From an optimization exercise on the open Yosys and OpenROAD flow, aimed at small area; shortcuts taken in it are not production practice. The RTL was checked by simulation tests, not by an equivalence proof against the original design. Power is estimated from default activity; no workload was simulated.

### flow/flow/run.sh
#!/bin/bash
# Standard ORFS layout (the standard.sh) with these changes:
#  - synthesis maps with a deeper area-oriented abc script (flow/abc_area_deep.script)
#    in place of ORFS's abc_area.script; everything else in synthesis is the standard flow's
#    synth_recipe.tcl and ORFS's synth.tcl, so the same registers come out,
#  - the half-adder cell is not used, so half adders are left to abc,
#  - ports are buffered with the smallest buffer, sky130_fd_sc_hd__buf_1,
#  - clock tree synthesis adds no dummy loads.
# make's output goes to flow.log; ORFS keeps each step's log under orfs/logs.
set -euo pipefail
HERE=$(pwd)
sed '/^source $::env(SCRIPTS_DIR)\/synth_preamble.tcl$/a if { [info exists ::env(MY_ABC_SCRIPT)] } { lset abc_args 1 $::env(MY_ABC_SCRIPT) }' "$FLOW_HOME/scripts/synth.tcl" > "$HERE/my_synth.tcl"
grep -q MY_ABC_SCRIPT "$HERE/my_synth.tcl"
sed "s|source \$::env(SCRIPTS_DIR)/synth.tcl|source $HERE/my_synth.tcl|" synth_recipe.tcl > "$HERE/my_synth_recipe.tcl"
grep -q my_synth.tcl "$HERE/my_synth_recipe.tcl"
export MY_ABC_SCRIPT="$HERE/flow/abc_area_deep.script"
DU=" sky130_fd_sc_hd__probe_p_8 sky130_fd_sc_hd__probec_p_8 sky130_fd_sc_hd__lpflow_bleeder_1 sky130_fd_sc_hd__lpflow_clkbufkapwr_1 sky130_fd_sc_hd__lpflow_clkbufkapwr_16 sky130_fd_sc_hd__lpflow_clkbufkapwr_2 sky130_fd_sc_hd__lpflow_clkbufkapwr_4 sky130_fd_sc_hd__lpflow_clkbufkapwr_8 sky130_fd_sc_hd__lpflow_clkinvkapwr_1 sky130_fd_sc_hd__lpflow_clkinvkapwr_16 sky130_fd_sc_hd__lpflow_clkinvkapwr_2 sky130_fd_sc_hd__lpflow_clkinvkapwr_4 sky130_fd_sc_hd__lpflow_clkinvkapwr_8 sky130_fd_sc_hd__lpflow_decapkapwr_12 sky130_fd_sc_hd__lpflow_decapkapwr_3 sky130_fd_sc_hd__lpflow_decapkapwr_4 sky130_fd_sc_hd__lpflow_decapkapwr_6 sky130_fd_sc_hd__lpflow_decapkapwr_8 sky130_fd_sc_hd__lpflow_inputiso0n_1 sky130_fd_sc_hd__lpflow_inputiso0p_1 sky130_fd_sc_hd__lpflow_inputiso1n_1 sky130_fd_sc_hd__lpflow_inputiso1p_1 sky130_fd_sc_hd__lpflow_inputisolatch_1 sky130_fd_sc_hd__lpflow_isobufsrc_1 sky130_fd_sc_hd__lpflow_isobufsrc_16 sky130_fd_sc_hd__lpflow_isobufsrc_2 sky130_fd_sc_hd__lpflow_isobufsrc_4 sky130_fd_sc_hd__lpflow_isobufsrc_8 sky130_fd_sc_hd__lpflow_isobufsrckapwr_16 sky130_fd_sc_hd__lpflow_lsbuf_lh_hl_isowell_tap_1 sky130_fd_sc_hd__lpflow_lsbuf_lh_hl_isowell_tap_2 sky130_fd_sc_hd__lpflow_lsbuf_lh_hl_isowell_tap_4 sky130_fd_sc_hd__lpflow_lsbuf_lh_isowell_4 sky130_fd_sc_hd__lpflow_lsbuf_lh_isowell_tap_1 sky130_fd_sc_hd__lpflow_lsbuf_lh_isowell_tap_2 sky130_fd_sc_hd__lpflow_lsbuf_lh_isowell_tap_4 sky130_fd_sc_hd__ha_1"
CTS="-sink_clustering_enable -repair_clock_nets -sink_clustering_size 18 -sink_clustering_max_diameter 45 -buf_list sky130_fd_sc_hd__clkbuf_8 -dont_use_dummy_load"
bash standard.sh "SYNTH_SCRIPT=$HERE/my_synth_recipe.tcl" "DONT_USE_CELLS=$DU" "BUFFER_PORTS_ARGS=-buffer_cell sky130_fd_sc_hd__buf_1" "CTS_ARGS=$CTS" finish > flow.log 2>&1
### flow/design.v
    localparam logic [159:0] H_INIT = {
        32'hc3d2e1f0, 32'h10325476, 32'h98badcfe, 32'hefcdab89, 32'h67452301
    };
    localparam logic [1:0] ES_ADD  = 2'd0;   
    localparam logic [1:0] ES_WAIT = 2'd1;   
    localparam logic [1:0] ES_LOAD = 2'd2;   
    localparam logic [1:0] ES_SHOW = 2'd3;   
`default_nettype none
module sha1_byte_stream_hasher (
    input  logic        aclk,
    input  logic        aresetn,
    input  logic        s_tvalid,
    output logic        s_tready,
    input  logic [7:0]  s_tdata,    
    input  logic        s_tuser,    
    output logic        m_tvalid,
    input  logic        m_tready,
    output logic [39:0] m_tdata,    
    output logic        m_tlast     
);
    localparam logic [159:0] H_INIT = {
        32'hc3d2e1f0, 32'h10325476, 32'h98badcfe, 32'hefcdab89, 32'h67452301
    };
    localparam logic [1:0] ES_ADD  = 2'd0;   
    localparam logic [1:0] ES_WAIT = 2'd1;   
    localparam logic [1:0] ES_LOAD = 2'd2;   
    localparam logic [1:0] ES_SHOW = 2'd3;   
    logic [6:0] ph;
    logic       comp;      
    logic       emit;      
    logic [2:0] cnt;       
    logic [5:0] mfill;     
    logic       first;     
    logic       addrev;    
    logic       init;      
    logic       done;      
    logic       lenblk;    
    logic [1:0] es;        
    wire [2:0] k    = ph[2:0];
    wire [3:0] beat = ph[6:3];
    logic [511:0] wr;
    logic [159:0] cq;
    logic [159:0] hq;
    logic [63:0]  lr;
    logic         c1f, c2f, c3f, rcf;   
    logic         hc;      
    logic         lc;      
    logic         xs;      
    logic [1:0]   bs;      
    function automatic logic [3:0] wn(input logic [511:0] v, input integer p);
        wn = v[4*p +: 4];
    endfunction
    function automatic logic [3:0] cn(input logic [159:0] v, input integer p);
        cn = v[4*p +: 4];
    endfunction
    wire absb   = !comp && !emit;
    wire [2:0] rev = cnt;
    wire addnow = addrev && (beat < 4'd5);
    wire loadnow = !comp && !emit && (beat >= 4'd11);
    wire split  = (beat >= 4'd5) && (beat <= 4'd10);
    wire [1:0] ldslot = 2'd0 - cnt[1:0];
    wire ldgo   = (k == 3'd0) && (ph[4:3] == ldslot);
    wire r4     = emit && ((es == ES_SHOW) || (es == ES_WAIT && !ldgo));
    wire [6:0] rnd = {rev, beat};
    logic [1:0] grp;
    always_comb begin
        if (rnd < 7'd20)      grp = 2'd0;
        else if (rnd < 7'd40) grp = 2'd1;
        else if (rnd < 7'd60) grp = 2'd2;
        else                  grp = 2'd3;
    end
    logic [31:0] kw;
    always_comb begin
        case (grp)
            2'd0: kw = 32'h5a827999;
            2'd1: kw = 32'h6ed9eba1;
            2'd2: kw = 32'h8f1bbcdc;
            default: kw = 32'hca62c1d6;
        endcase
    end
    wire [3:0] kn = kw[4*k +: 4];
    wire [3:0] bn = cn(cq, 24);
    wire [3:0] cc = cn(cq, 16);
    wire [3:0] dn = cn(cq, 8);
    wire [3:0] en = cn(cq, 0);
    wire [3:0] bxc = bn ^ cc;
    logic [3:0] fn;
    always_comb begin
        case (grp)
            2'd0: fn = (bn & cc) | (~bn & dn);
            2'd2: fn = (bxc & dn) | (~bxc & bn);
            default: fn = bxc ^ dn;
        endcase
    end
    wire [3:0] q31 = cn(cq, 31);
    wire [3:0] q30 = cn(cq, 30);
    wire [3:0] q39 = cn(cq, 39);
    wire [3:0] q38 = cn(cq, 38);
    wire [3:0] ra  = {(k == 3'd0) ? q39[2:0] : q31[2:0],
                      (k <= 3'd1) ? q38[3]   : q30[3]};
    wire       kz  = (k == 3'd0);
    wire [3:0] s1  = ra ^ fn ^ en;
    wire [3:0] c1  = (ra & fn) | (ra & en) | (fn & en);
    wire [3:0] w0  = wn(wr, 0);
    wire [3:0] s2  = s1 ^ kn ^ w0;
    wire [3:0] c2  = (s1 & kn) | (s1 & w0) | (kn & w0);
    wire [3:0] c1s = {c1[2:0], c1f & !kz};
    wire [3:0] c2s = {c2[2:0], c2f & !kz};
    wire [3:0] s3  = s2 ^ c1s ^ c2s;
    wire [3:0] c3  = (s2 & c1s) | (s2 & c2s) | (c1s & c2s);
    wire [3:0] c3s = {c3[2:0], c3f & !kz};
    wire [4:0] tsum = s3 + c3s + (rcf & !kz);
    wire [3:0] q25 = cn(cq, 25);
    wire [3:0] rb  = {(k == 3'd7) ? bs : q25[1:0], bn[3:2]};
    wire [3:0] wx  = wn(wr, 0) ^ wn(wr, 16) ^ wn(wr, 64) ^ wn(wr, 104);
    wire       x31 = wr[4*7+3] ^ wr[4*23+3] ^ wr[4*71+3] ^ wr[4*111+3];
    wire [3:0] wnew = {wx[2:0], (k == 3'd0) ? x31 : xs};
    wire [2:0] hu   = (beat < 4'd5) ? beat[2:0] : (beat[2:0] - 3'd3);
    wire [2:0] hj   = {k[2:1], ~k[0]} ^ {3{hu[0] ^ hu[1]}};
    wire [3:0] hinit = (hu == 3'd0) ? {k[0], k[0], k[2] ^ k[0], k[1] ^ k[0]}
                                    : {hu[1], hj};
    wire [3:0] hop  = first ? hinit : hq[3:0];
    wire       hcin = (k == 3'd0) ? 1'b0 : hc;
    wire [3:0] hadd = addnow ? cq[3:0] : 4'd0;
    wire [4:0] hsum = hop + hadd + hcin;
    wire [3:0] lni  = {~ph[3], ph[2:0]};           
    wire       lwin = (ph >= 7'd8) && (ph < 7'd24);
    wire       lclr = lwin && (init || (comp && (rev == 3'd0) && done && lenblk));
    wire       linc = lwin && comp && (rev == 3'd0) && !done;
    wire [1:0] ladd = !linc ? 2'b00 : (lni == 4'd2) ? 2'b10 : (lni[3:1] == 3'd0) ? 2'b00 : {1'b0, lc};
    wire [4:0] lsum = lr[3:0] + ladd;
    logic [3:0] ltail;
    always_comb begin
        if (lclr)      ltail = 4'd0;
        else           ltail = lsum[3:0];
    end
    logic [3:0] lfill;
    always_comb begin
        case (ph[2:0])
            3'd0: lfill = {mfill[0], 3'b000};
            3'd1: lfill = mfill[4:1];
            3'd2: lfill = {3'b000, mfill[5]};
            default: lfill = 4'd0;
        endcase
        if (ph[3] == 1'b0) lfill = 4'd0;
    end
    wire       lwrite = absb && done && lenblk && (ph[6:4] == 3'b111);
    wire wzero = init || (comp && (rev == 3'd4));
    logic [3:0] wtail;
    always_comb begin
        if (wzero)             wtail = 4'd0;
        else if (comp)         wtail = wnew;
        else if (lwrite)       wtail = lr[3:0] | lfill;
        else                   wtail = wn(wr, 0);
    end
    assign s_tready = absb && !done && !init && ph[0] && (ph[6:1] == mfill);
    wire take  = s_tvalid && s_tready;
    wire tbyte = take && !s_tuser;
    wire tfin  = take && s_tuser;
    wire [7:0] ind = s_tuser ? 8'h80 : s_tdata;
    logic [511:0] wr_n;
    logic [159:0] cq_n;
    logic [159:0] hq_n;
    always_comb begin
        wr_n = {wtail, wr[511:4]};
        if (take) begin
            case (mfill[1:0])
                2'd0: begin wr_n[4*4 +: 4]   = ind[3:0]; wr_n[4*5 +: 4]   = ind[7:4]; end
                2'd1: begin wr_n[4*0 +: 4]   = ind[3:0]; wr_n[4*1 +: 4]   = ind[7:4]; end
                2'd2: begin wr_n[4*124 +: 4] = ind[3:0]; wr_n[4*125 +: 4] = ind[7:4]; end
                default: begin wr_n[4*120 +: 4] = ind[3:0]; wr_n[4*121 +: 4] = ind[7:4]; end
            endcase
        end
        cq_n = {cq[3:0], cq[159:4]};
        if (comp) begin
            cq_n[4*39 +: 4] = tsum[3:0];
            cq_n[4*23 +: 4] = rb;
        end else if (addnow || loadnow) begin
            cq_n[4*39 +: 4] = hsum[3:0];
        end else if (r4) begin
            cq_n[31:0]      = cq[31:0];
            cq_n[4*39 +: 4] = cq[4*8 +: 4];
        end
        hq_n = {hq[3:0], hq[159:4]};
        if (split) begin
            hq_n[4*15 +: 4] = hq[3:0];
            hq_n[4*39 +: 4] = hq[4*16 +: 4];
        end else if (addnow) begin
            hq_n[4*39 +: 4] = hsum[3:0];
        end
    end
    always_ff @(posedge aclk) begin
        wr <= wr_n;
        cq <= cq_n;
        hq <= hq_n;
        lr <= {ltail, lr[63:4]};
        c1f <= c1[3];
        c2f <= c2[3];
        c3f <= c3[3];
        rcf <= tsum[4];
        hc <= hsum[4];
        lc <= lsum[4];
        xs <= wx[3];
        if (k == 3'd0) bs <= bn[1:0];
    end
    wire blkend = (ph == 7'd127) && absb &&
                  (done || tfin || (tbyte && mfill == 6'd63));
    always_ff @(posedge aclk) begin
        if (!aresetn) begin
            ph     <= 7'd0;
            comp   <= 1'b0;
            emit   <= 1'b0;
            cnt    <= 3'd0;
            mfill  <= 6'd0;
            first  <= 1'b1;
            addrev <= 1'b0;
            init   <= 1'b1;
            done   <= 1'b0;
            lenblk <= 1'b0;
            es     <= ES_ADD;
        end else begin
            ph <= ph + 7'd1;
            if (ph == 7'd127) init <= 1'b0;
            if (ph == 7'd39) begin
                if (addrev) first <= 1'b0;
                addrev <= 1'b0;
            end
            if (tbyte) mfill <= mfill + 6'd1;
            if (tfin) begin
                done   <= 1'b1;
                lenblk <= (mfill <= 6'd55);
            end
            if (blkend) begin
                comp   <= 1'b1;
                cnt    <= 3'd0;
                if (done && lenblk) mfill <= 6'd0;
            end
            if (comp && ph == 7'd127) begin
                cnt <= cnt + 3'd1;
                if (cnt == 3'd4) begin
                    comp   <= 1'b0;
                    addrev <= 1'b1;
                    if (done && lenblk) begin
                        emit <= 1'b1;
                        es   <= ES_ADD;
                    end else if (done) begin
                        lenblk <= 1'b1;   
                    end
                end
            end
            if (emit) begin
                case (es)
                    ES_ADD: begin
                        if (ph == 7'd39) begin
                            es  <= ES_WAIT;
                            cnt <= 3'd0;
                        end
                    end
                    ES_WAIT: begin
                        if (ldgo) es <= ES_LOAD;
                    end
                    ES_LOAD: begin
                        if (k == 3'd7) es <= ES_SHOW;
                    end
                    default: begin
                        if (m_tready) begin
                            if (cnt == 3'd4) begin
                                emit  <= 1'b0;
                                first <= 1'b1;
                                done  <= 1'b0;
                            end else begin
                                cnt <= cnt + 3'd1;
                                es  <= ES_WAIT;
                            end
                        end
                    end
                endcase
            end
        end
    end
    assign m_tvalid = emit && (es == ES_SHOW);
    assign m_tdata  = {5'b00000, cnt, cq[31:0]};
    assign m_tlast  = (cnt == 3'd4);
endmodule
`default_nettype wire
### flow/flow/abc_area_deep.script
&get -n
&st
&dc2
&dch -f
&nf -R 1000 -p
&put
mfs2 -a
&get -n
&st
&dc2
&dch -f
&nf -R 1000 -p
&put
mfs2 -a
&get -n
&st
&dch -f
&nf -R 1000 -p
&put
topo
dnsize
### flow/constraint.sdc
create_clock -name core_clock -period 7.0 [get_ports {aclk}]
set_input_delay 1.4000 -clock core_clock [delete_from_list [all_inputs] [get_ports {aclk}]]
set_output_delay 1.4000 -clock core_clock [all_outputs]
set_load 0.01 [all_outputs]
### flow/config.mk
export PLATFORM = sky130hd
export DESIGN_NAME = sha1_byte_stream_hasher
export DESIGN_NICKNAME = sha1_byte_stream_hasher
export VERILOG_FILES = /design/flow/design.v
export SDC_FILE = /design/flow/constraint.sdc
export NUM_CORES = 4
export LEC_CHECK = 0
export ABC_AREA = 1
export CAP_MARGIN = 20
export CORE_MARGIN = 2
export CORE_UTILIZATION = 70
export CTS_BUF_LIST = sky130_fd_sc_hd__clkbuf_8
export CTS_CLUSTER_DIAMETER = 50
export CTS_CLUSTER_SIZE = 20
export PLACE_DENSITY = 0.8
export SLEW_MARGIN = 20
### flow/standard.sh
#!/bin/bash
# synth_recipe.tcl (not shown) runs the flow's synth.tcl, then flattens the netlist and writes it again
# the make line also repeats each setting of config.mk as NAME=value (left out here)
make -C /OpenROAD-flow-scripts/flow DESIGN_CONFIG=/design/flow/config.mk WORK_HOME=/design/flow/orfs CLKGATE_MAP_FILE= SYNTH_SCRIPT=/design/flow/synth_recipe.tcl "${@:-finish}"
==> summary.txt, run 1 <==
RSZ-0062 raised after global routing false; Critical-path top delay cell a311oi_1; worst path cell trace o21ai_0 > a311oi_1 > nor2_1 > a211oi_1 > a21oi_1 > fa_1 > clkinv_1 > fa_1 > fa_1 > clkinv_1 > fa_1 > fa_1 > o21ai_0 > a21oi_1 > a21oi_1; crit-path max cell delay 850 ps; Post-synth top flop dfxtp_1; largest area contributor in the netlist dfxtp_1; Worst Hold Launch lr[7]; Root Buffer clkbuf_8; Tightest Hold Check Type reg2reg; All-Layer GR Usage 0.200; Max Used Layer met4; die area 0.0331 sq mm; Critical Path End Type flip-flop; Post-CTS Repair Setup Buffers 0; initial core utilization 0.707; Slew Viols, Final 0; Leakage 9.26 nW; min cycle time layout 5190 ps; share of cells above drive strength 1 0.0451; critical path arrival 5690 ps; met2 WL 14.2 mm; final period utilization 0.741; Maximum Capacitance Violations 0; IO buf count 50; r2r startpoint ph[6]; worst skew pair latency about 600 ps; VDD IR max 238 uV; Core ar. 0.0313 sq mm; area delta synth->final 6.16%; initial drt markers 512; most frequent cells after synthesis dfxtp_1 (896), nor2_1 (92), a21oi_1 (81); CP delay by family, top adder cells; Core Rows 65; Buf+Inv Stages, Crit Path 2; # setup viols final 0; Final Hold Viols 0; syn avg cell area 15.1 sq um; CTS H-tree lvls 3; YS warnings 1; Post-DRT Antenna Nets 0; status finished clean; DIE WIDTH 182 microns; gpl congestion 0.806; Ant. Diodes 0; via count 9701; die height around 180 microns; Layout fillers 1864; Synth async-reset ratio 0; Routed WL between 30 and 40 mm; Fin Clk Skew slightly below 80 ps; io pins 56; worst relative slew slack 0.273; per-cell routed wire length ~16 microns; initial antenna violation count 0; total CTS buffers 66; Final WS setup between 1500 and 2000 ps; GRT overflow 0; Crit Path Category reg2reg; fmax 193 MHz; routed wl met3 between 1 and 1.5 mm; critical path peak fanout 11; Slew @ Worst Pin about 1100 ps; Worst Setup SP ph[6]; power per cell area 329 mW/mm^2; largest net degree at the start of global routing 33; Clock Tree Buf Depth 3; cells after synthesis 1465; Req. time, crit path 7510 ps; # clock sinks 930; EDFF count, synth 34; worst slack at placement around 1800 ps; first-pass iteration count of the detailed router 5; Pwr Total 7.73 mW; vias per inst just under 5; layout net count 1583; first-pass GRT wire length 51.5 mm; DRC 0; clock-pin transition on the worst setup and hold timing paths 100 ps; hold-fix buffers at CTS 0; post-synthesis cell type count 45; Worst Setup Start Kind flip-flop; hpwl dp between 20 and 25 mm; post_cts resized 0; CTS tree yes; share of the synthesized area in the top cell type 0.810; synth top area cells dfxtp_1 (81%), edfxtp_1 (4.6%), a21oi_1 (1.8%); post-synthesis register bit count 930; Setup TNS 0 ps; most common cell in the synthesized netlist dfxtp_1; vias in the first global route between 9000 and 10000; WL met1 15.5 mm; post-synthesis sequential area ratio 0.856; CP dominant cell by count fa_1; Post-Syn Area 0.0221 sq mm
-- flip-flops by register name (all words and copies together), names as in the netlist --
signal,count
addrev,1
bs,2
c1f,1
c2f,1
c3f,1
cnt,3
comp,1
cq,160
done,1
emit,1
es,2
first,1
hc,1
hq,160
init,1
lc,1
lenblk,1
lr,64
mfill,6
ph,7
rcf,1
wr,512
xs,1
-- layer usage --
metal / vias to the layer above / GRT usage
li1: 4834 / -
met1: 4572 / 0.282
met2: 222 / 0.313
met3: 73 / 0.0365
met4: 0 / 0.0803
met5: - / 0
-- worst paths after layout --
kind	end	slack, ps	depth (start not counted)
worst max register to register	cq[158]	1810	15
worst max-delay path	cq[158]	1810	15
worst min-delay path	lr[3]	240	0
worst min register to register	lr[3]	240	0
-- cells by family after synthesis --
| logic type | Yosys count | synth area share |
|---|---|---|
| buffers and inverters | 67 | 0.0176 |
| muxes | 13 | 0.00622 |
| adders and majority gates | 17 | 0.0154 |
| AOI/OAI and AO/OA | 164 | 0.0414 |
| and+or+nand+nor | 235 | 0.0478 |
| DFF | 930 | 0.856 |
| other | 1 | 0.000169 |
| xor gates and xnor gates | 38 | 0.0150 |
-- stage by stage --
step / hold WS (ps) / area (sq um) / util / instances
after global placement: 310 / 22600 / 0.722 / 1887
after CTS: 233 / 23500 / 0.751 / 1953
final: 241 / 23500 / 0.751 / 1953
after global routing: 227 / 23500 / 0.751 / 1953
after detailed placement: 312 / 22600 / 0.722 / 1887
after floorplan: 310 / 22200 / - / 1469
-- power breakdown --
part | internal (mW) | total, mW | leakage, nW | switching, mW
combinational | 0.0317 | 0.0876 | 1.14 | 0.0559
sequential | 5.34 | 5.36 | 7.64 | 0.0154
clock | 0.851 | 2.29 | 0.475 | 1.43
-- layout make-up --
cell class | count | area [sq um] | share of cell area
Clock buffer | 66 | 908 | 0.0387
Inverter | 30 | 113 | 0.00479
Multi-Input combinational cell | 472 | 2810 | 0.120
Timing Repair Buffer | 53 | 210 | 0.00894
Tap cell | 402 | 503 | 0.0214
Sequential cell | 930 | 19000 | 0.807
-- worst reg2reg max path: cells and delay by family (launching register included) --
family                     cells  cell delay [ps]
AOI/OAI and AO/OA              7             1750
adders and majority gates      5             2460
buffers and inverters          2              160
DFF                            1              510
and+or+nand+nor                1              280
-- layout by cell type (no fill, tap or decap), types with 4 or more instances in the layout --
master and n:
a21o_1 4, o21ai_0 45, nor2b_1 10, nor3_1 18, nand2b_1 8, nand2_1 64, xor2_1 15, a21oi_1 81
conb_1 5, and2_0 6, dfxtp_1 896, edfxtp_1 34, clkbuf_8 66, fa_1 17, and3_1 6, xnor2_1 23
nor2_1 92, mux2_1 6, a22oi_1 4, nand3_1 11, a31oi_1 7, mux2i_1 7, buf_1 50, clkinv_1 30
==> run 2: changes to the inputs <==
--- a/flow/flow/run.sh
+++ b/flow/flow/run.sh
@@ -16,4 +16,4 @@
 export MY_ABC_SCRIPT="$HERE/flow/abc_area_deep.script"
 DU=" sky130_fd_sc_hd__probe_p_8 sky130_fd_sc_hd__probec_p_8 sky130_fd_sc_hd__lpflow_bleeder_1 sky130_fd_sc_hd__lpflow_clkbufkapwr_1 sky130_fd_sc_hd__lpflow_clkbufkapwr_16 sky130_fd_sc_hd__lpflow_clkbufkapwr_2 sky130_fd_sc_hd__lpflow_clkbufkapwr_4 sky130_fd_sc_hd__lpflow_clkbufkapwr_8 sky130_fd_sc_hd__lpflow_clkinvkapwr_1 sky130_fd_sc_hd__lpflow_clkinvkapwr_16 sky130_fd_sc_hd__lpflow_clkinvkapwr_2 sky130_fd_sc_hd__lpflow_clkinvkapwr_4 sky130_fd_sc_hd__lpflow_clkinvkapwr_8 sky130_fd_sc_hd__lpflow_decapkapwr_12 sky130_fd_sc_hd__lpflow_decapkapwr_3 sky130_fd_sc_hd__lpflow_decapkapwr_4 sky130_fd_sc_hd__lpflow_decapkapwr_6 sky130_fd_sc_hd__lpflow_decapkapwr_8 sky130_fd_sc_hd__lpflow_inputiso0n_1 sky130_fd_sc_hd__lpflow_inputiso0p_1 sky130_fd_sc_hd__lpflow_inputiso1n_1 sky130_fd_sc_hd__lpflow_inputiso1p_1 sky130_fd_sc_hd__lpflow_inputisolatch_1 sky130_fd_sc_hd__lpflow_isobufsrc_1 sky130_fd_sc_hd__lpflow_isobufsrc_16 sky130_fd_sc_hd__lpflow_isobufsrc_2 sky130_fd_sc_hd__lpflow_isobufsrc_4 sky130_fd_sc_hd__lpflow_isobufsrc_8 sky130_fd_sc_hd__lpflow_isobufsrckapwr_16 sky130_fd_sc_hd__lpflow_lsbuf_lh_hl_isowell_tap_1 sky130_fd_sc_hd__lpflow_lsbuf_lh_hl_isowell_tap_2 sky130_fd_sc_hd__lpflow_lsbuf_lh_hl_isowell_tap_4 sky130_fd_sc_hd__lpflow_lsbuf_lh_isowell_4 sky130_fd_sc_hd__lpflow_lsbuf_lh_isowell_tap_1 sky130_fd_sc_hd__lpflow_lsbuf_lh_isowell_tap_2 sky130_fd_sc_hd__lpflow_lsbuf_lh_isowell_tap_4 sky130_fd_sc_hd__ha_1"
-CTS="-sink_clustering_enable -repair_clock_nets -sink_clustering_size 18 -sink_clustering_max_diameter 45 -buf_list sky130_fd_sc_hd__clkbuf_8 -dont_use_dummy_load"
+CTS="-sink_clustering_enable -repair_clock_nets -sink_clustering_size 20 -sink_clustering_max_diameter 70 -buf_list sky130_fd_sc_hd__clkbuf_8 -dont_use_dummy_load"
 bash standard.sh "SYNTH_SCRIPT=$HERE/my_synth_recipe.tcl" "DONT_USE_CELLS=$DU" "BUFFER_PORTS_ARGS=-buffer_cell sky130_fd_sc_hd__buf_1" "CTS_ARGS=$CTS" finish > flow.log 2>&1
==> summary.txt, run 2 <==
Critical Path End Type flip-flop (unchanged); CTS H-tree lvls 2 (was 3); largest net degree at the start of global routing 33 (unchanged); Clock Tree Buf Depth 3 (unchanged); R2R setup slack 1750 ps (was 1810 ps); per-cell routed wire length 16.1 microns (was 16.4 microns); RSZ-0062 raised after global routing false (unchanged); Top reg by flops wr (unchanged); Worst Hold Slack 247 ps (was 241 ps); post-synthesis cell type count 45 (unchanged); Leakage 9.17 nW (was 9.26 nW); syn avg cell area 15.1 sq um (unchanged); min cycle time layout 5250 ps (was 5190 ps); r2r startpoint ph[6] (unchanged); clock-pin transition on the worst setup and hold timing paths 120 ps (was 100 ps); DRC 0 (unchanged); Core Rows 65 (unchanged); worst path cell trace o21ai_0 > a311oi_1 > nor2_1 > a211oi_1 > a21oi_1 > fa_1 > clkinv_1 > fa_1 > fa_1 > clkinv_1 > fa_1 > fa_1 > o21ai_0 > a21oi_1 > a21oi_1 (unchanged); io pins 56 (unchanged); crit-path max cell delay 840 ps (was 850 ps); die area 0.0331 sq mm (unchanged); Synth async-reset ratio 0 (unchanged); GRT overflow 0 (unchanged); Slew Viols, Final 0 (unchanged); Post-synth top flop dfxtp_1 (unchanged); post-synthesis sequential area ratio 0.856 (unchanged); max FFs per register 512 (unchanged); final period utilization 0.749 (was 0.741); hold path depth 0 (unchanged); CP delay by family, top adder cells (unchanged); most frequent cells after synthesis dfxtp_1 (896), nor2_1 (92), a21oi_1 (81) (unchanged); Slew @ Worst Pin 1080 ps (about the same); via count 9567 (was 9701); # setup viols final 0 (unchanged); status finished clean (unchanged); Setup TNS 0 ps (unchanged); layout net count 1571 (was 1583); VDD IR max 328 uV (was 238 uV); RR Endpoint cq[158] (unchanged); critical path arrival 5730 ps (was 5690 ps); Critical-path top delay cell a311oi_1 (unchanged); power per cell area 322 mW/mm^2 (was 329 mW/mm^2); die height 182 microns (unchanged); largest area contributor in the netlist dfxtp_1 (unchanged); # clock sinks 930 (unchanged); Core ar. 0.0313 sq mm (unchanged); Largest regs wr (512), cq (160), hq (160) (unchanged); vias per inst 4.93 (was 4.97); share of cells above drive strength 1 0.0377 (was 0.0451); DIE WIDTH 182 microns (unchanged); total CTS buffers 54 (was 66); most common cell in the synthesized netlist dfxtp_1 (unchanged); fmax 191 MHz (was 193 MHz); Ant. Diodes 0 (unchanged); Hold Path Sink cq[88] (was lr[3]); leading cell type in the layout, fill and taps excluded dfxtp_1 (unchanged); Routed WL 31.3 mm (was 32.1 mm); Root Buffer clkbuf_8 (unchanged); switching portion of total power 0.193 (was 0.195); Gate power share 0.012 (was 0.011); sequential share of power 0.712 (was 0.693); first-pass iteration count of the detailed router 5 (unchanged); Net Sw Power 1.45 mW (was 1.51 mW); CP dominant cell by count fa_1 (unchanged); cells after synthesis 1465 (unchanged); worst relative slew slack 0.275 (was 0.273); YS warnings 1 (unchanged); internal power 6.07 mW (was 6.23 mW); Final Hold Viols 0 (unchanged); hold-fix buffers at CTS 0 (unchanged); synth top area cells dfxtp_1 (81%), edfxtp_1 (4.6%), a21oi_1 (1.8%) (unchanged); Worst Setup Start Kind flip-flop (unchanged); Worst Hold Launch cq[92] (was lr[7]); All-Layer GR Usage 0.195 (was 0.200); Crit Path Category reg2reg (unchanged); IO buf count 50 (unchanged); initial antenna violation count 0 (unchanged); vias in the first global route 9631 (was 9890); worst skew pair latency 620 ps (was 600 ps); initial core utilization 0.707 (unchanged); critical path peak fanout 11 (unchanged); Buf+Inv Stages, Crit Path 2 (unchanged); post-synthesis register bit count 930 (unchanged); hpwl dp 20.2 mm (unchanged); most frequent cells in the layout dfxtp_1 (896), nor2_1 (92), a21oi_1 (81), nand2_1 (64), clkbuf_8 (54) (was dfxtp_1 (896), nor2_1 (92), a21oi_1 (81), clkbuf_8 (66), nand2_1 (64)); Post-Syn Area 0.0221 sq mm (unchanged); initial drt markers 469 (was 512); Req. time, crit path 7490 ps (was 7510 ps); Post-DRT Antenna Nets 0 (unchanged); Fin Clk Skew 93.2 ps (was 79.3 ps); Post-CTS Repair Setup Buffers 0 (unchanged); share of the synthesized area in the top cell type 0.810 (unchanged); gpl congestion 0.806 (unchanged); area delta synth->final 5.41% (was 6.16%); CTS tree yes (unchanged); first-pass GRT wire length 50.5 mm (was 51.5 mm); Maximum Capacitance Violations 0 (unchanged); post_cts resized 0 (unchanged); clock share of power 0.276 (was 0.296); Tightest Hold Check Type reg2reg (unchanged); reg2reg path depth 15 (unchanged); EDFF count, synth 34 (unchanged)
run 2: routing by layer:
layer  routed length [microns]  track usage
met1                     15300        0.283
met2                     14000        0.307
met3                      1270       0.0317
met4                       714       0.0569
met5                         0            0
run 2: logic make-up (layout without fill, tap and decap cells):
group	after synthesis	after routing	share of synthesized area
adder cells (fa/ha/maj)	17	17	0.0154
other	1	5	0.000169
multiplexers	13	13	0.00622
AND/OR/NAND/NOR	235	235	0.0478
buffers and inverters	67	137	0.0176
AO/OA/AOI/OAI	164	164	0.0414
XOR/XNOR	38	38	0.0150
flip-flops	930	930	0.856
run 2: power groups by stage:
stage,Combinational [mW],Sequential [mW],Clock (mW)
after CTS,0.0871,5.36,2.14
final,0.0872,5.36,2.08
after global routing,0.0998,5.37,2.31
after floorplan,0.0659,5.47,0
after detailed placement,0.0869,5.48,0
after global placement,0.0840,5.48,0
run 2: worst register-to-register path: cells and delay by family (launching register included):
kind,cells,cell delay (ps)
AOI/OAI and AO/OA,7,1750
adders and majority gates,5,2460
buffers and inverters,2,160
DFF,1,520
and+or+nand+nor,1,280
run 2: worst max-delay path by stage:
stage / from / end / cells past startpoint
floorplan: cnt[0] / cq[158] / 15
global placement: ph[6] / cq[158] / 15
detailed placement: ph[6] / cq[158] / 15
CTS: ph[6] / cq[158] / 15
global route: ph[6] / cq[158] / 15
finish: ph[6] / cq[158] / 15
run 2: cell type report:
| type | count | area, sq um |
|---|---|---|
| sequential | 930 | 19000 |
| tap | 402 | 503 |
| multi-input combinational | 472 | 2810 |
| clock buffer | 54 | 743 |
| fill | 1893 | 7980 |
| timing repair buffer | 53 | 210 |
| inverter | 30 | 113 |
run 2: stage by stage:
step	setup WS [ps]	utilization	power (mW)	cells	area, sq um
2_1_floorplan	2430	-	5.54	1469	22200
3_3_place_gp	1980	0.722	5.56	1887	22600
3_5_place_dp	1810	0.722	5.57	1887	22600
4_1_cts	1800	0.745	7.59	1941	23300
5_1_grt	1350	0.745	7.78	1941	23300
6_report	1750	0.745	7.53	1941	23300
==> run 3: changes to the inputs <==
--- a/flow/flow/run.sh
+++ b/flow/flow/run.sh
@@ -16,4 +16,4 @@
 export MY_ABC_SCRIPT="$HERE/flow/abc_area_deep.script"
 DU=" sky130_fd_sc_hd__probe_p_8 sky130_fd_sc_hd__probec_p_8 sky130_fd_sc_hd__lpflow_bleeder_1 sky130_fd_sc_hd__lpflow_clkbufkapwr_1 sky130_fd_sc_hd__lpflow_clkbufkapwr_16 sky130_fd_sc_hd__lpflow_clkbufkapwr_2 sky130_fd_sc_hd__lpflow_clkbufkapwr_4 sky130_fd_sc_hd__lpflow_clkbufkapwr_8 sky130_fd_sc_hd__lpflow_clkinvkapwr_1 sky130_fd_sc_hd__lpflow_clkinvkapwr_16 sky130_fd_sc_hd__lpflow_clkinvkapwr_2 sky130_fd_sc_hd__lpflow_clkinvkapwr_4 sky130_fd_sc_hd__lpflow_clkinvkapwr_8 sky130_fd_sc_hd__lpflow_decapkapwr_12 sky130_fd_sc_hd__lpflow_decapkapwr_3 sky130_fd_sc_hd__lpflow_decapkapwr_4 sky130_fd_sc_hd__lpflow_decapkapwr_6 sky130_fd_sc_hd__lpflow_decapkapwr_8 sky130_fd_sc_hd__lpflow_inputiso0n_1 sky130_fd_sc_hd__lpflow_inputiso0p_1 sky130_fd_sc_hd__lpflow_inputiso1n_1 sky130_fd_sc_hd__lpflow_inputiso1p_1 sky130_fd_sc_hd__lpflow_inputisolatch_1 sky130_fd_sc_hd__lpflow_isobufsrc_1 sky130_fd_sc_hd__lpflow_isobufsrc_16 sky130_fd_sc_hd__lpflow_isobufsrc_2 sky130_fd_sc_hd__lpflow_isobufsrc_4 sky130_fd_sc_hd__lpflow_isobufsrc_8 sky130_fd_sc_hd__lpflow_isobufsrckapwr_16 sky130_fd_sc_hd__lpflow_lsbuf_lh_hl_isowell_tap_1 sky130_fd_sc_hd__lpflow_lsbuf_lh_hl_isowell_tap_2 sky130_fd_sc_hd__lpflow_lsbuf_lh_hl_isowell_tap_4 sky130_fd_sc_hd__lpflow_lsbuf_lh_isowell_4 sky130_fd_sc_hd__lpflow_lsbuf_lh_isowell_tap_1 sky130_fd_sc_hd__lpflow_lsbuf_lh_isowell_tap_2 sky130_fd_sc_hd__lpflow_lsbuf_lh_isowell_tap_4 sky130_fd_sc_hd__ha_1"
-CTS="-sink_clustering_enable -repair_clock_nets -sink_clustering_size 20 -sink_clustering_max_diameter 70 -buf_list sky130_fd_sc_hd__clkbuf_8 -dont_use_dummy_load"
+CTS="-sink_clustering_enable -repair_clock_nets -sink_clustering_size 22 -sink_clustering_max_diameter 40 -buf_list sky130_fd_sc_hd__clkbuf_8 -dont_use_dummy_load"
 bash standard.sh "SYNTH_SCRIPT=$HERE/my_synth_recipe.tcl" "DONT_USE_CELLS=$DU" "BUFFER_PORTS_ARGS=-buffer_cell sky130_fd_sc_hd__buf_1" "CTS_ARGS=$CTS" finish > flow.log 2>&1
--- a/flow/config.mk
+++ b/flow/config.mk
@@ -11,6 +11,6 @@
 export CORE_UTILIZATION = 70
 export CTS_BUF_LIST = sky130_fd_sc_hd__clkbuf_8
-export CTS_CLUSTER_DIAMETER = 50
-export CTS_CLUSTER_SIZE = 20
-export PLACE_DENSITY = 0.8
+export CTS_CLUSTER_DIAMETER = 40
+export CTS_CLUSTER_SIZE = 22
+export PLACE_DENSITY = 0.85
 export SLEW_MARGIN = 20
==> summary.txt, run 3 <==
DP Area 0.0226 sq mm (about the same); io pins 56 (unchanged); per-cell routed wire length 17.2 microns (was 16.1 microns); Finished Layout Cells 1953 (was 1941); share of the synthesized area in the top cell type 0.810 (unchanged); vias in the first global route 9947 (was 9631); cells after synthesis 1465 (unchanged); syn avg cell area 15.1 sq um (unchanged); Worst Hold Slack 240 ps (was 247 ps); die area 0.0331 sq mm (unchanged); Critical Path End Type flip-flop (unchanged); die height 182 microns (unchanged); Maximum Capacitance Violations 0 (unchanged); DRC 0 (unchanged); EDFF count, synth 34 (unchanged); CTS H-tree lvls 3 (was 2); leading cell type in the layout, fill and taps excluded dfxtp_1 (unchanged); Post-Syn Area 0.0221 sq mm (unchanged); post-synthesis register bit count 930 (unchanged); YS warnings 1 (unchanged); first-pass iteration count of the detailed router 5 (unchanged); Ant. Diodes 0 (unchanged); Root Buffer clkbuf_8 (unchanged); r2r startpoint ph[6] (unchanged); via count 9748 (was 9567); fmax 202 MHz (was 191 MHz); Worst Setup SP ph[6] (unchanged); worst slack at placement 2000 ps (was 1810 ps); Leakage 9.26 nW (was 9.17 nW); Crit Path Category reg2reg (unchanged); IO buf count 50 (unchanged); most frequent cells in the layout dfxtp_1 (896), nor2_1 (92), a21oi_1 (81), clkbuf_8 (67), nand2_1 (64) (was dfxtp_1 (896), nor2_1 (92), a21oi_1 (81), nand2_1 (64), clkbuf_8 (54)); Worst Hold Launch wr[47] (was cq[92]); Core ar. 0.0313 sq mm (unchanged); hpwl dp 21.1 mm (was 20.2 mm); initial antenna violation count 0 (unchanged); critical path arrival 5510 ps (was 5730 ps); Largest regs wr (512), cq (160), hq (160) (unchanged); Worst Setup Start Kind flip-flop (unchanged); largest area contributor in the netlist dfxtp_1 (unchanged); share of cells above drive strength 1 0.0451 (was 0.0377); Reg area 0.0190 sq mm (unchanged); synth top area cells dfxtp_1 (81%), edfxtp_1 (4.6%), a21oi_1 (1.8%) (unchanged); status finished clean (unchanged); Req. time, crit path 7550 ps (was 7490 ps); Layout fillers 1799 (was 1893); total CTS buffers 67 (was 54); Post-synth top flop dfxtp_1 (unchanged); met2 WL 15.5 mm (was 14.0 mm); WL met1 15.7 mm (was 15.3 mm); worst relative slew slack 0.336 (was 0.275); Fin Clk Skew 120 ps (was 93.2 ps); reg2reg path depth 15 (unchanged); Slew Viols, Final 0 (unchanged); CTS tree yes (unchanged); Multi-input gate area 0.00282 sq mm (was 0.00281 sq mm); RSZ-0062 raised after global routing false (unchanged); Max Used Layer met4 (unchanged); area delta synth->final 6.22% (was 5.41%); Final Hold Viols 0 (unchanged); Top reg by flops wr (unchanged); Pwr Total 7.75 mW (was 7.53 mW); post-synthesis cell type count 45 (unchanged); Tightest Hold Check Type reg2reg (unchanged); # clock sinks 930 (unchanged); Clock Tree Buf Depth 3 (unchanged); gpl congestion 0.849 (was 0.806); placed cells 1886 (was 1887); Post-DRT Antenna Nets 0 (unchanged); final period utilization 0.709 (was 0.749); Setup TNS 0 ps (unchanged); initial core utilization 0.707 (unchanged); VDD IR max 287 uV (was 328 uV); largest net degree at the start of global routing 33 (unchanged); power per cell area 330 mW/mm^2 (was 322 mW/mm^2); hold path depth 0 (unchanged); initial drt markers 666 (was 469); GRT overflow 0 (unchanged); Slew @ Worst Pin 992 ps (was 1080 ps); All-Layer GR Usage 0.208 (was 0.195); post_cts resized 0 (unchanged); critical path peak fanout 11 (unchanged); most common cell in the synthesized netlist dfxtp_1 (unchanged); Core Rows 65 (unchanged); post-synthesis sequential area ratio 0.856 (unchanged); max FFs per register 512 (unchanged); DIE WIDTH 182 microns (unchanged); Routed WL 33.6 mm (was 31.3 mm); worst skew pair latency 630 ps (was 620 ps); routed wl met3 1.49 mm (was 1.27 mm); clock-pin transition on the worst setup and hold timing paths 120 ps (about the same); final design area excluding fillers 0.0235 sq mm (was 0.0233 sq mm); # setup viols final 0 (unchanged); min cycle time layout 4960 ps (was 5250 ps); most frequent cells after synthesis dfxtp_1 (896), nor2_1 (92), a21oi_1 (81) (unchanged); layout net count 1583 (was 1571); first-pass GRT wire length 52.8 mm (was 50.5 mm); Post-CTS Repair Setup Buffers 0 (unchanged); hold-fix buffers at CTS 0 (unchanged); Synth async-reset ratio 0 (unchanged); utilization after layout 0.751 (was 0.745); Final WS setup 2040 ps (was 1750 ps); vias per inst 4.99 (was 4.93)
==> run 3: cell counts after synthesis <==
No cell type changed its count.
==> run 3: cell type report <==
cell class,count,area share
Inverter,30,0.00479
Sequential cell,930,0.806
Clock buffer,67,0.0392
Multi-Input combinational cell,472,0.120
Timing Repair Buffer,52,0.00862
Tap cell,402,0.0214
==> run 3: cell families (layout without fill, tap and decap cells) <==
kind of cell    count (synthesis)  after routing  share of synthesized area
compound gates                164            164                     0.0414
xor+xnor                       38             38                     0.0150
fa+ha+maj                      17             17                     0.0154
buf+inv                        67            149                     0.0176
flops                         930            930                      0.856
mux                            13             13                    0.00622
other cells                     1              5                   0.000169
simple gates                  235            235                     0.0478
==> run 3: worst paths after layout <==
check | slack (ps) | to
worst max-delay path | 2040 | cq[158]
worst min-delay path | 240 | wr[43]
worst max register to register | 2040 | cq[158]
worst min register to register | 240 | wr[43]
==> run 3: worst max-delay path: stages (launching register included) <==
cell and delay, ps:
dfxtp_1 530, o21ai_0 160, a311oi_1 750, nor2_1 220, a211oi_1 260, a21oi_1 100, fa_1 500, clkinv_1 80
fa_1 480, fa_1 550, clkinv_1 80, fa_1 480, fa_1 430, o21ai_0 180, a21oi_1 60, a21oi_1 110
==> run 3: power breakdown <==
part	internal, mW	switching [mW]
registers	5.35	0.0171
logic	0.0314	0.0568
clock network	0.863	1.44
==> run 3: per-layer routing <==
metal	vias up	GRT usage
li1	4832	-
met4	0	0.0725
met2	218	0.336
met1	4619	0.288
met5	-	0
met3	79	0.0361
==> run 4: changes to the inputs <==
--- a/flow/flow/run.sh
+++ b/flow/flow/run.sh
@@ -16,4 +16,4 @@
 export MY_ABC_SCRIPT="$HERE/flow/abc_area_deep.script"
 DU=" sky130_fd_sc_hd__probe_p_8 sky130_fd_sc_hd__probec_p_8 sky130_fd_sc_hd__lpflow_bleeder_1 sky130_fd_sc_hd__lpflow_clkbufkapwr_1 sky130_fd_sc_hd__lpflow_clkbufkapwr_16 sky130_fd_sc_hd__lpflow_clkbufkapwr_2 sky130_fd_sc_hd__lpflow_clkbufkapwr_4 sky130_fd_sc_hd__lpflow_clkbufkapwr_8 sky130_fd_sc_hd__lpflow_clkinvkapwr_1 sky130_fd_sc_hd__lpflow_clkinvkapwr_16 sky130_fd_sc_hd__lpflow_clkinvkapwr_2 sky130_fd_sc_hd__lpflow_clkinvkapwr_4 sky130_fd_sc_hd__lpflow_clkinvkapwr_8 sky130_fd_sc_hd__lpflow_decapkapwr_12 sky130_fd_sc_hd__lpflow_decapkapwr_3 sky130_fd_sc_hd__lpflow_decapkapwr_4 sky130_fd_sc_hd__lpflow_decapkapwr_6 sky130_fd_sc_hd__lpflow_decapkapwr_8 sky130_fd_sc_hd__lpflow_inputiso0n_1 sky130_fd_sc_hd__lpflow_inputiso0p_1 sky130_fd_sc_hd__lpflow_inputiso1n_1 sky130_fd_sc_hd__lpflow_inputiso1p_1 sky130_fd_sc_hd__lpflow_inputisolatch_1 sky130_fd_sc_hd__lpflow_isobufsrc_1 sky130_fd_sc_hd__lpflow_isobufsrc_16 sky130_fd_sc_hd__lpflow_isobufsrc_2 sky130_fd_sc_hd__lpflow_isobufsrc_4 sky130_fd_sc_hd__lpflow_isobufsrc_8 sky130_fd_sc_hd__lpflow_isobufsrckapwr_16 sky130_fd_sc_hd__lpflow_lsbuf_lh_hl_isowell_tap_1 sky130_fd_sc_hd__lpflow_lsbuf_lh_hl_isowell_tap_2 sky130_fd_sc_hd__lpflow_lsbuf_lh_hl_isowell_tap_4 sky130_fd_sc_hd__lpflow_lsbuf_lh_isowell_4 sky130_fd_sc_hd__lpflow_lsbuf_lh_isowell_tap_1 sky130_fd_sc_hd__lpflow_lsbuf_lh_isowell_tap_2 sky130_fd_sc_hd__lpflow_lsbuf_lh_isowell_tap_4 sky130_fd_sc_hd__ha_1"
-CTS="-sink_clustering_enable -repair_clock_nets -sink_clustering_size 22 -sink_clustering_max_diameter 40 -buf_list sky130_fd_sc_hd__clkbuf_8 -dont_use_dummy_load"
+CTS="-sink_clustering_enable -repair_clock_nets -sink_clustering_size 20 -sink_clustering_max_diameter 50 -buf_list sky130_fd_sc_hd__clkbuf_8 -dont_use_dummy_load"
 bash standard.sh "SYNTH_SCRIPT=$HERE/my_synth_recipe.tcl" "DONT_USE_CELLS=$DU" "BUFFER_PORTS_ARGS=-buffer_cell sky130_fd_sc_hd__buf_1" "CTS_ARGS=$CTS" finish > flow.log 2>&1
--- a/flow/config.mk
+++ b/flow/config.mk
@@ -9,8 +9,8 @@
 export CAP_MARGIN = 20
 export CORE_MARGIN = 2
-export CORE_UTILIZATION = 70
+export CORE_UTILIZATION = 60
 export CTS_BUF_LIST = sky130_fd_sc_hd__clkbuf_8
-export CTS_CLUSTER_DIAMETER = 40
-export CTS_CLUSTER_SIZE = 22
-export PLACE_DENSITY = 0.85
+export CTS_CLUSTER_DIAMETER = 50
+export CTS_CLUSTER_SIZE = 20
+export PLACE_DENSITY = 0.7
 export SLEW_MARGIN = 20
==> summary.txt, run 4 <==
Setup TNS 0 ps (unchanged); Crit Path Category reg2reg (unchanged); post-synthesis cell type count 45 (unchanged); Simple-Gate Fraction of Synth Area 0.0478 (unchanged); post-synthesis register bit count 930 (unchanged); Synth Area in Adders 0.0154 (unchanged); most common cell in the synthesized netlist dfxtp_1 (unchanged); largest area contributor in the netlist dfxtp_1 (unchanged); sequential share of power 0.709 (was 0.692); share of the synthesized area in the top cell type 0.810 (unchanged); All-Layer GR Usage 0.167 (was 0.208); die area 0.0384 sq mm (was 0.0331 sq mm); power per cell area 323 mW/mm^2 (was 330 mW/mm^2); post-synthesis sequential area ratio 0.856 (unchanged); Clock Tree Buf Depth 3 (unchanged); worst skew pair latency 660 ps (was 630 ps); hpwl dp 19.6 mm (was 21.1 mm); hold-fix buffers at CTS 0 (unchanged); placed cells 1952 (was 1886); initial core utilization 0.608 (was 0.707); DRC 0 (unchanged); status finished clean (unchanged); CTS H-tree lvls 2 (was 3); Tightest Hold Check Type reg2reg (unchanged); CTS tree yes (unchanged); Post-Syn Area 0.0221 sq mm (unchanged); max FFs per register 512 (unchanged); VDD IR max 220 uV (was 287 uV); Synth Area in XOR/XNOR 0.0150 (unchanged); area delta synth->final 5.88% (was 6.22%); Net Sw Power 1.47 mW (was 1.51 mW); IO buf count 50 (unchanged); total CTS buffers 56 (was 67); clock share of power 0.280 (was 0.297); Largest regs wr (512), cq (160), hq (160) (unchanged); DIE WIDTH 196 microns (was 182 microns); cells after synthesis 1465 (unchanged); layout net count 1572 (was 1583); critical path arrival 5600 ps (was 5510 ps); clock-pin transition on the worst setup and hold timing paths 100 ps (was 120 ps); Synth async-reset ratio 0 (unchanged); io pins 56 (unchanged); Ant. Diodes 0 (unchanged); Layout fillers 2691 (was 1799); Core ar. 0.0364 sq mm (was 0.0313 sq mm); final period utilization 0.721 (was 0.709); fmax 198 MHz (was 202 MHz); most frequent cells after synthesis dfxtp_1 (896), nor2_1 (92), a21oi_1 (81) (unchanged); Gate power share 0.012 (was 0.011); vias per inst 4.75 (was 4.99); GRT overflow 0 (unchanged); Pwr Total 7.56 mW (was 7.75 mW); mux share of post-synthesis cell area 0.00622 (unchanged); worst relative slew slack 0.321 (was 0.336); Slew Viols, Final 0 (unchanged); Leakage 9.18 nW (was 9.26 nW); Final WS setup 1950 ps (was 2040 ps); # setup viols final 0 (unchanged); # clock sinks 930 (unchanged); die height 196 microns (was 182 microns); Slew @ Worst Pin 1010 ps (was 992 ps); largest net degree at the start of global routing 33 (unchanged); Maximum Capacitance Violations 0 (unchanged); Finished Layout Cells 2008 (was 1953); YS warnings 1 (unchanged); gpl congestion 0.829 (was 0.849); internal power 6.09 mW (was 6.24 mW); first-pass GRT wire length 50.0 mm (was 52.8 mm); compound-gate portion of the synthesized area 0.0414 (unchanged); leading cell type in the layout, fill and taps excluded dfxtp_1 (unchanged); Critical Path End Type flip-flop (unchanged); min cycle time layout 5050 ps (was 4960 ps); switching portion of total power 0.194 (was 0.195); via count 9529 (was 9748); Fin Clk Skew 82.8 ps (was 120 ps); Root Buffer clkbuf_8 (unchanged); RSZ-0062 raised after global routing false (unchanged); post_cts resized 0 (unchanged); critical path peak fanout 11 (unchanged); syn avg cell area 15.1 sq um (unchanged); initial antenna violation count 0 (unchanged); worst slack at placement 1950 ps (was 2000 ps); most frequent cells in the layout dfxtp_1 (896), nor2_1 (92), a21oi_1 (81), nand2_1 (64), clkbuf_8 (56) (was dfxtp_1 (896), nor2_1 (92), a21oi_1 (81), clkbuf_8 (67), nand2_1 (64)); EDFF count, synth 34 (unchanged); Top reg by flops wr (unchanged); main combinational cell family by area after synthesis simple AND/OR/NAND/NOR gates (unchanged); Post-DRT Antenna Nets 0 (unchanged); Post-CTS Repair Setup Buffers 0 (unchanged); vias in the first global route 9503 (was 9947); Worst Hold Slack 288 ps (was 240 ps); Worst Setup Start Kind flip-flop (unchanged); Post-synth top flop dfxtp_1 (unchanged); Core Rows 70 (was 65); share of cells above drive strength 1 0.0383 (was 0.0451); initial drt markers 511 (was 666); synth top area cells dfxtp_1 (81%), edfxtp_1 (4.6%), a21oi_1 (1.8%) (unchanged); Final Hold Viols 0 (unchanged); Req. time, crit path 7550 ps (about the same); Routed WL 31.1 mm (was 33.6 mm); first-pass iteration count of the detailed router 5 (unchanged); per-cell routed wire length 15.5 microns (was 17.2 microns)
run 4: cell counts after synthesis:
Identical to the previous run, type by type.
run 4: cells by family after synthesis:
kind of cell,count (synthesis)
xor+xnor,38
simple gates,235
other cells,1
fa+ha+maj,17
flops,930
buf+inv,67
compound gates,164
mux,13
run 4: through the flow:
step           utilization  cell area, sq um
2_1_floorplan            -             22200
3_3_place_gp         0.622             22700
3_5_place_dp         0.622             22700
4_1_cts              0.643             23400
5_1_grt              0.643             23400
6_report             0.643             23400
run 4: path summary, 6_finish.rpt:
| path | start | to | slack (ps) | depth (start not counted) |
|---|---|---|---|---|
| setup / recovery | ph[6] | cq[158] | 1950 | 15 |
| hold / removal | cq[138] | cq[134] | 290 | 0 |
| setup reg to reg | ph[6] | cq[158] | 1950 | 15 |
| hold reg to reg | cq[138] | cq[134] | 290 | 0 |
run 4: worst max-delay path, cell delays in order, from the launching register on:
cell,delay [ps]
dfxtp_1,510
o21ai_0,170
a311oi_1,790
nor2_1,240
a211oi_1,270
a21oi_1,90
fa_1,500
clkinv_1,80
fa_1,480
fa_1,550
clkinv_1,80
fa_1,470
fa_1,430
o21ai_0,170
a21oi_1,60
a21oi_1,100
run 4: power groups by stage:
stage	sequential [mW]	combinational [mW]	clock (mW)
finish	5.36	0.0871	2.11
detailed placement	5.48	0.0878	0
floorplan	5.47	0.0659	0
CTS	5.36	0.0878	2.21
global placement	5.48	0.0868	0
global route	5.37	0.0985	2.39
run 4: area by class of cell:
cell class / count / area [sq um] / area share
Inverter: 30 / 113 / 0.00480
Sequential cell: 930 / 19000 / 0.809
Timing Repair Buffer: 52 / 203 / 0.00865
Clock buffer: 56 / 771 / 0.0329
Tap cell: 468 / 586 / 0.0250
Multi-Input combinational cell: 472 / 2810 / 0.120
run 4: routing by layer:
metal,vias up,global-route usage,part of all wire
li1,4810,-,-
met1,4464,0.243,0.51
met2,188,0.248,0.42
met3,67,0.0376,0.048
met4,0,0.0584,0.027
met5,-,0,0
==> run 5: changes to the inputs <==
--- a/flow/config.mk
+++ b/flow/config.mk
@@ -9,8 +9,9 @@
 export CAP_MARGIN = 20
 export CORE_MARGIN = 2
-export CORE_UTILIZATION = 60
+export CORE_UTILIZATION = 70
 export CTS_BUF_LIST = sky130_fd_sc_hd__clkbuf_8
 export CTS_CLUSTER_DIAMETER = 50
 export CTS_CLUSTER_SIZE = 20
-export PLACE_DENSITY = 0.7
+export GPL_TIMING_DRIVEN = 0
+export PLACE_DENSITY = 0.9
 export SLEW_MARGIN = 20
==> summary.txt, run 5 <==
GRT overflow 0 (unchanged); most common cell in the synthesized netlist dfxtp_1 (unchanged); Synth Area in XOR/XNOR 0.0150 (unchanged); Leakage 9.39 nW (was 9.18 nW); Slew @ Worst Pin 1050 ps (was 1010 ps); Pwr Total 7.57 mW (was 7.56 mW); synth top area cells dfxtp_1 (81%), edfxtp_1 (4.6%), a21oi_1 (1.8%) (unchanged); per-cell routed wire length 16.7 microns (was 15.5 microns); Top reg by flops wr (unchanged); Ant. Diodes 0 (unchanged); # clock sinks 930 (unchanged); EDFF count, synth 34 (unchanged); die height 182 microns (was 196 microns); Post-DRT Antenna Nets 0 (unchanged); via count 9894 (was 9529); Final Hold Viols 0 (unchanged); gpl congestion 0.880 (was 0.829); Fin Clk Skew 88.5 ps (was 82.8 ps); IO buf count 50 (unchanged); Root Buffer clkbuf_8 (unchanged); Post-synth top flop dfxtp_1 (unchanged); compound-gate portion of the synthesized area 0.0414 (unchanged); syn avg cell area 15.1 sq um (unchanged); most frequent cells after synthesis dfxtp_1 (896), nor2_1 (92), a21oi_1 (81) (unchanged); Post-CTS Repair Setup Buffers 0 (unchanged); share of the synthesized area in the top cell type 0.810 (unchanged); Routed WL 33.0 mm (was 31.1 mm); most frequent cells in the layout dfxtp_1 (896), nor2_1 (92), a21oi_1 (81), nand2_1 (64), clkbuf_8 (56) (unchanged); Clock Tree Buf Depth 3 (unchanged); Post-Syn Area 0.0221 sq mm (unchanged); worst skew pair latency 640 ps (was 660 ps); worst slack at placement 1660 ps (was 1950 ps); post-synthesis sequential area ratio 0.856 (unchanged); Maximum Capacitance Violations 0 (unchanged); utilization after layout 0.756 (was 0.643); VDD IR max 270 uV (was 220 uV); initial drt markers 586 (was 511); post_cts resized 0 (unchanged); Simple-Gate Fraction of Synth Area 0.0478 (unchanged); cells after synthesis 1465 (unchanged); Worst Setup Start Kind flip-flop (unchanged); vias in the first global route 10200 (was 9503); post-synthesis register bit count 930 (unchanged); # setup viols final 0 (unchanged); min cycle time layout 5180 ps (was 5050 ps); total CTS buffers 56 (unchanged); io pins 56 (unchanged); power per cell area 320 mW/mm^2 (was 323 mW/mm^2); leading cell type in the layout, fill and taps excluded dfxtp_1 (unchanged); max FFs per register 512 (unchanged); Critical Path End Type flip-flop (unchanged); Tightest Hold Check Type reg2reg (unchanged); fmax 193 MHz (was 198 MHz); hold-fix buffers at CTS 0 (unchanged); main combinational cell family by area after synthesis simple AND/OR/NAND/NOR gates (unchanged); mux share of post-synthesis cell area 0.00622 (unchanged); clock-pin transition on the worst setup and hold timing paths 110 ps (was 100 ps); Core Rows 65 (was 70); worst relative slew slack 0.299 (was 0.321); hpwl dp 21.5 mm (was 19.6 mm); CTS H-tree lvls 2 (unchanged); Crit Path Category reg2reg (unchanged); vias per inst 5.00 (was 4.75); Req. time, crit path 7500 ps (was 7550 ps); first-pass iteration count of the detailed router 6 (was 5); Largest regs wr (512), cq (160), hq (160) (unchanged); share of cells above drive strength 1 0.0621 (was 0.0383); area delta synth->final 6.87% (was 5.88%); DRC 0 (unchanged); die area 0.0331 sq mm (was 0.0384 sq mm); final period utilization 0.740 (was 0.721); YS warnings 1 (unchanged); All-Layer GR Usage 0.206 (was 0.167); RSZ-0062 raised after global routing false (unchanged); critical path peak fanout 11 (unchanged); initial core utilization 0.707 (was 0.608); initial antenna violation count 0 (unchanged); largest area contributor in the netlist dfxtp_1 (unchanged); post-synthesis cell type count 45 (unchanged); first-pass GRT wire length 53.2 mm (was 50.0 mm); layout net count 1610 (was 1572); status finished clean (unchanged); largest net degree at the start of global routing 28 (was 33); Core ar. 0.0313 sq mm (was 0.0364 sq mm); critical path arrival 5680 ps (was 5600 ps); Synth Area in Adders 0.0154 (unchanged); Worst Hold Slack 248 ps (was 288 ps); DIE WIDTH 182 microns (was 196 microns); Synth async-reset ratio 0 (unchanged); Slew Viols, Final 0 (unchanged); Final WS setup 1820 ps (was 1950 ps); R2R setup slack 1820 ps (was 1950 ps); Setup TNS 0 ps (unchanged); CTS tree yes (unchanged)
==> run 5: final cells by class <==
cell class                 instances  area [sq um]
fill                            1745          7650
tap                              402           503
buffer                            37           278
sequential                       930         19000
multi-input combinational        472          2820
inverter                          30           113
timing repair buffer              53           221
clock buffer                      56           771
==> run 5: path summary, 6_finish.rpt <==
kind / from / end / cells past startpoint
setup / recovery: ph[6] / cq[158] / 15
hold / removal: wr[136] / wr[132] / 0
setup reg to reg: ph[6] / cq[158] / 15
hold reg to reg: wr[136] / wr[132] / 0
==> run 5: worst max-delay path: stages (launching register included) <==
cell and delay [ps]:
dfxtp_1 570, o21ai_0 210, a311oi_2 670, nor2_1 240
a211oi_1 270, a21oi_1 100, fa_1 520, clkinv_1 80
fa_1 490, fa_1 560, clkinv_1 90, fa_1 480
fa_1 440, o21ai_0 170, a21oi_1 70, a21oi_1 110
==> run 5: cells by family (layout without fill, tap and decap cells) <==
kind of cell | count (synthesis) | count (layout)
AOI/OAI and AO/OA | 164 | 164
xor gates and xnor gates | 38 | 38
adders and majority gates | 17 | 17
buffers and inverters | 67 | 176
DFF | 930 | 930
muxes | 13 | 13
other | 1 | 5
and+or+nand+nor | 235 | 235
==> run 5: per-layer routing <==
layer	track usage	routed length, microns	up-vias
met5	0	0	-
met4	0.0650	802	0
met3	0.0411	1790	70
met2	0.340	15400	303
met1	0.279	15000	4637
li1	-	-	4884
==> run 5: where the power goes <==
group | switching [mW] | total, mW | internal [mW] | leakage [nW]
registers | 0.0151 | 5.36 | 5.34 | 7.64
logic | 0.0576 | 0.0925 | 0.0350 | 1.35
clock network | 1.40 | 2.12 | 0.720 | 0.403
==> run 5: per-stage QoR <==
stage	cell area, sq um	instances
floorplan	22200	1469
global placement	22800	1921
detailed placement	22900	1924
CTS	23700	1980
global route	23700	1980
finish	23700	1980
==> run 6: changes to the inputs <==
--- a/flow/config.mk
+++ b/flow/config.mk
@@ -13,5 +13,4 @@
 export CTS_CLUSTER_DIAMETER = 50
 export CTS_CLUSTER_SIZE = 20
-export GPL_TIMING_DRIVEN = 0
-export PLACE_DENSITY = 0.9
+export PLACE_DENSITY = 0.8
 export SLEW_MARGIN = 20
==> summary.txt, run 6 <==
status finished clean (unchanged); Post-Syn Area 0.0221 sq mm (unchanged); utilization after layout 0.746 (was 0.756); post_cts resized 0 (unchanged); die height 182 microns (unchanged); Leakage 9.18 nW (was 9.39 nW); Crit Path Category reg2reg (unchanged); most common cell in the synthesized netlist dfxtp_1 (unchanged); clock-pin transition on the worst setup and hold timing paths 110 ps (about the same); worst relative slew slack 0.283 (was 0.299); synth top area cells dfxtp_1 (81%), edfxtp_1 (4.6%), a21oi_1 (1.8%) (unchanged); largest net degree at the start of global routing 33 (was 28); DRC 0 (unchanged); Final Hold Viols 0 (unchanged); cells after synthesis 1465 (unchanged); max FFs per register 512 (unchanged); most frequent cells in the layout dfxtp_1 (896), nor2_1 (92), a21oi_1 (81), nand2_1 (64), clkbuf_8 (55) (was dfxtp_1 (896), nor2_1 (92), a21oi_1 (81), nand2_1 (64), clkbuf_8 (56)); worst skew pair latency 620 ps (was 640 ps); first-pass iteration count of the detailed router 4 (was 6); Slew Viols, Final 0 (unchanged); Slew @ Worst Pin 1070 ps (was 1050 ps); RSZ-0062 raised after global routing false (unchanged); hold path depth 0 (unchanged); crit-path max cell delay 840 ps (was 670 ps); YS warnings 1 (unchanged); leading cell type in the layout, fill and taps excluded dfxtp_1 (unchanged); Post-DRT Antenna Nets 0 (unchanged); Core Rows 65 (unchanged); initial core utilization 0.707 (unchanged); Fin Clk Skew 63.0 ps (was 88.5 ps); Largest regs wr (512), cq (160), hq (160) (unchanged); via count 9616 (was 9894); syn avg cell area 15.1 sq um (unchanged); gpl congestion 0.806 (was 0.880); first-pass GRT wire length 50.6 mm (was 53.2 mm); CTS H-tree lvls 2 (unchanged); total CTS buffers 55 (was 56); critical path arrival 5730 ps (was 5680 ps); worst path cell trace o21ai_0 > a311oi_1 > nor2_1 > a211oi_1 > a21oi_1 > fa_1 > clkinv_1 > fa_1 > fa_1 > clkinv_1 > fa_1 > fa_1 > o21ai_0 > a21oi_1 > a21oi_1 (was o21ai_0 > a311oi_2 > nor2_1 > a211oi_1 > a21oi_1 > fa_1 > clkinv_1 > fa_1 > fa_1 > clkinv_1 > fa_1 > fa_1 > o21ai_0 > a21oi_1 > a21oi_1); hpwl dp 20.2 mm (was 21.5 mm); Maximum Capacitance Violations 0 (unchanged); Tightest Hold Check Type reg2reg (unchanged); hold-fix buffers at CTS 0 (unchanged); Ant. Diodes 0 (unchanged); Critical-path top delay cell a311oi_1 (was a311oi_2); Worst Setup Start Kind flip-flop (unchanged); Core ar. 0.0313 sq mm (unchanged); final period utilization 0.743 (was 0.740); Post-synth top flop dfxtp_1 (unchanged); power per cell area 323 mW/mm^2 (was 320 mW/mm^2); Req. time, crit path 7530 ps (was 7500 ps); post-synthesis cell type count 45 (unchanged); share of the synthesized area in the top cell type 0.810 (unchanged); min cycle time layout 5200 ps (was 5180 ps); Routed WL 31.5 mm (was 33.0 mm); GRT overflow 0 (unchanged); Post-CTS Repair Setup Buffers 0 (unchanged); layout net count 1572 (was 1610); share of cells above drive strength 1 0.0383 (was 0.0621); critical path peak fanout 11 (unchanged); Synth async-reset ratio 0 (unchanged); All-Layer GR Usage 0.195 (was 0.206); Root Buffer clkbuf_8 (unchanged); per-cell routed wire length 16.2 microns (was 16.7 microns); CP delay by family, top adder cells (unchanged); initial antenna violation count 0 (unchanged); io pins 56 (unchanged); CTS tree yes (unchanged); # clock sinks 930 (unchanged); CP dominant cell by count fa_1 (unchanged); initial drt markers 506 (was 586); vias in the first global route 9618 (was 10200); most frequent cells after synthesis dfxtp_1 (896), nor2_1 (92), a21oi_1 (81) (unchanged); Critical Path End Type flip-flop (unchanged); VDD IR max 331 uV (was 270 uV); IO buf count 50 (unchanged); vias per inst 4.95 (was 5.00); fmax 192 MHz (was 193 MHz); Pwr Total 7.54 mW (was 7.57 mW); post-synthesis sequential area ratio 0.856 (unchanged); Layout fillers 1884 (was 1745); Buf+Inv Stages, Crit Path 2 (unchanged); # setup viols final 0 (unchanged); area delta synth->final 5.48% (was 6.87%); largest area contributor in the netlist dfxtp_1 (unchanged); reg2reg path depth 15 (unchanged); post-synthesis register bit count 930 (unchanged); EDFF count, synth 34 (unchanged); Setup TNS 0 ps (unchanged); Clock Tree Buf Depth 3 (unchanged); die area 0.0331 sq mm (unchanged); Top reg by flops wr (unchanged); WP depth 15 (unchanged); DIE WIDTH 182 microns (unchanged)
run 6: report_power, final:
part,switching [mW],total (mW),internal (mW)
registers,0.0153,5.36,5.34
clock network,1.39,2.09,0.708
logic,0.0558,0.0875,0.0316
total,1.46,7.54,6.08
run 6: final cells by class:
type / count / area, sq um / area share
flip-flops and latches: 930 / 19000 / 0.812
multi-input cells: 472 / 2810 / 0.120
clock buffers: 55 / 757 / 0.0324
well taps: 402 / 503 / 0.0215
repair buffers: 53 / 210 / 0.00900
inverters: 30 / 113 / 0.00482
run 6: worst paths after layout:
| check | start | slack [ps] | endpoint |
|---|---|---|---|
| setup / recovery | ph[6] | 1800 | cq[158] |
| hold / removal | cq[154] | 270 | cq[150] |
| setup reg to reg | ph[6] | 1800 | cq[158] |
| hold reg to reg | cq[154] | 270 | cq[150] |
run 6: logic make-up (layout without fill, tap and decap cells):
kind of cell,Yosys count,after routing,synth area share
XOR/XNOR,38,38,0.0150
AO/OA/AOI/OAI,164,164,0.0414
flip-flops,930,930,0.856
other,1,5,0.000169
adder cells (fa/ha/maj),17,17,0.0154
multiplexers,13,13,0.00622
buffers and inverters,67,138,0.0176
AND/OR/NAND/NOR,235,235,0.0478
run 6: per-stage QoR:
stage / cells / cell area [sq um] / hold WS (ps) / worst slack, ps
finish: 1942 / 23300 / 273 / 1800
global route: 1942 / 23300 / 262 / 1390
CTS: 1942 / 23300 / 282 / 1820
detailed placement: 1887 / 22600 / 312 / 1810
global placement: 1887 / 22600 / 310 / 1980
floorplan: 1469 / 22200 / 310 / 2430
run 6: layer usage:
layer	global-route usage	vias up	wire length, microns
met1	0.282	4533	15300
li1	-	4822	-
met4	0.0592	0	744
met3	0.0333	58	1350
met5	0	-	0
met2	0.308	203	14100

afterwards: timing with drivers on the ports:
No port has a modelled driver above. Below, the same layouts with a new extraction and two added sets of constraints.
Step 1: set_driving_cell puts a clkbuf_16 on aclk and a buf_2 on each other input, an assumption about the parent block.
Step 2 moves the port delays by t, midway between the first and last clock arrival at a register: inputs arrive t later, outputs are due t later. That takes back most of the time a late clock gives input paths.
a / b / c = no drivers / after step 1 / after step 2; a / b = the first two.
run	shift t [ns]	setup slack, ns	worst register clock-pin slew, ns	worst slew at a driven data input, ns
run 1	0.614	1.813 / 1.813 / 1.813	0.11 / 0.11	0.03
run 2	0.627	1.754 / 1.754 / 1.754	0.12 / 0.12	0.03
run 3	0.612	2.039 / 2.039 / 2.039	0.12 / 0.12	0.04
run 4	0.673	1.950 / 1.950 / 1.950	0.12 / 0.12	0.04
run 5	0.639	1.817 / 1.817 / 1.817	0.11 / 0.11	0.04
run 6	0.637	1.799 / 1.799 / 1.799	0.11 / 0.11	0.03
After both steps every run listed still meets setup and hold.
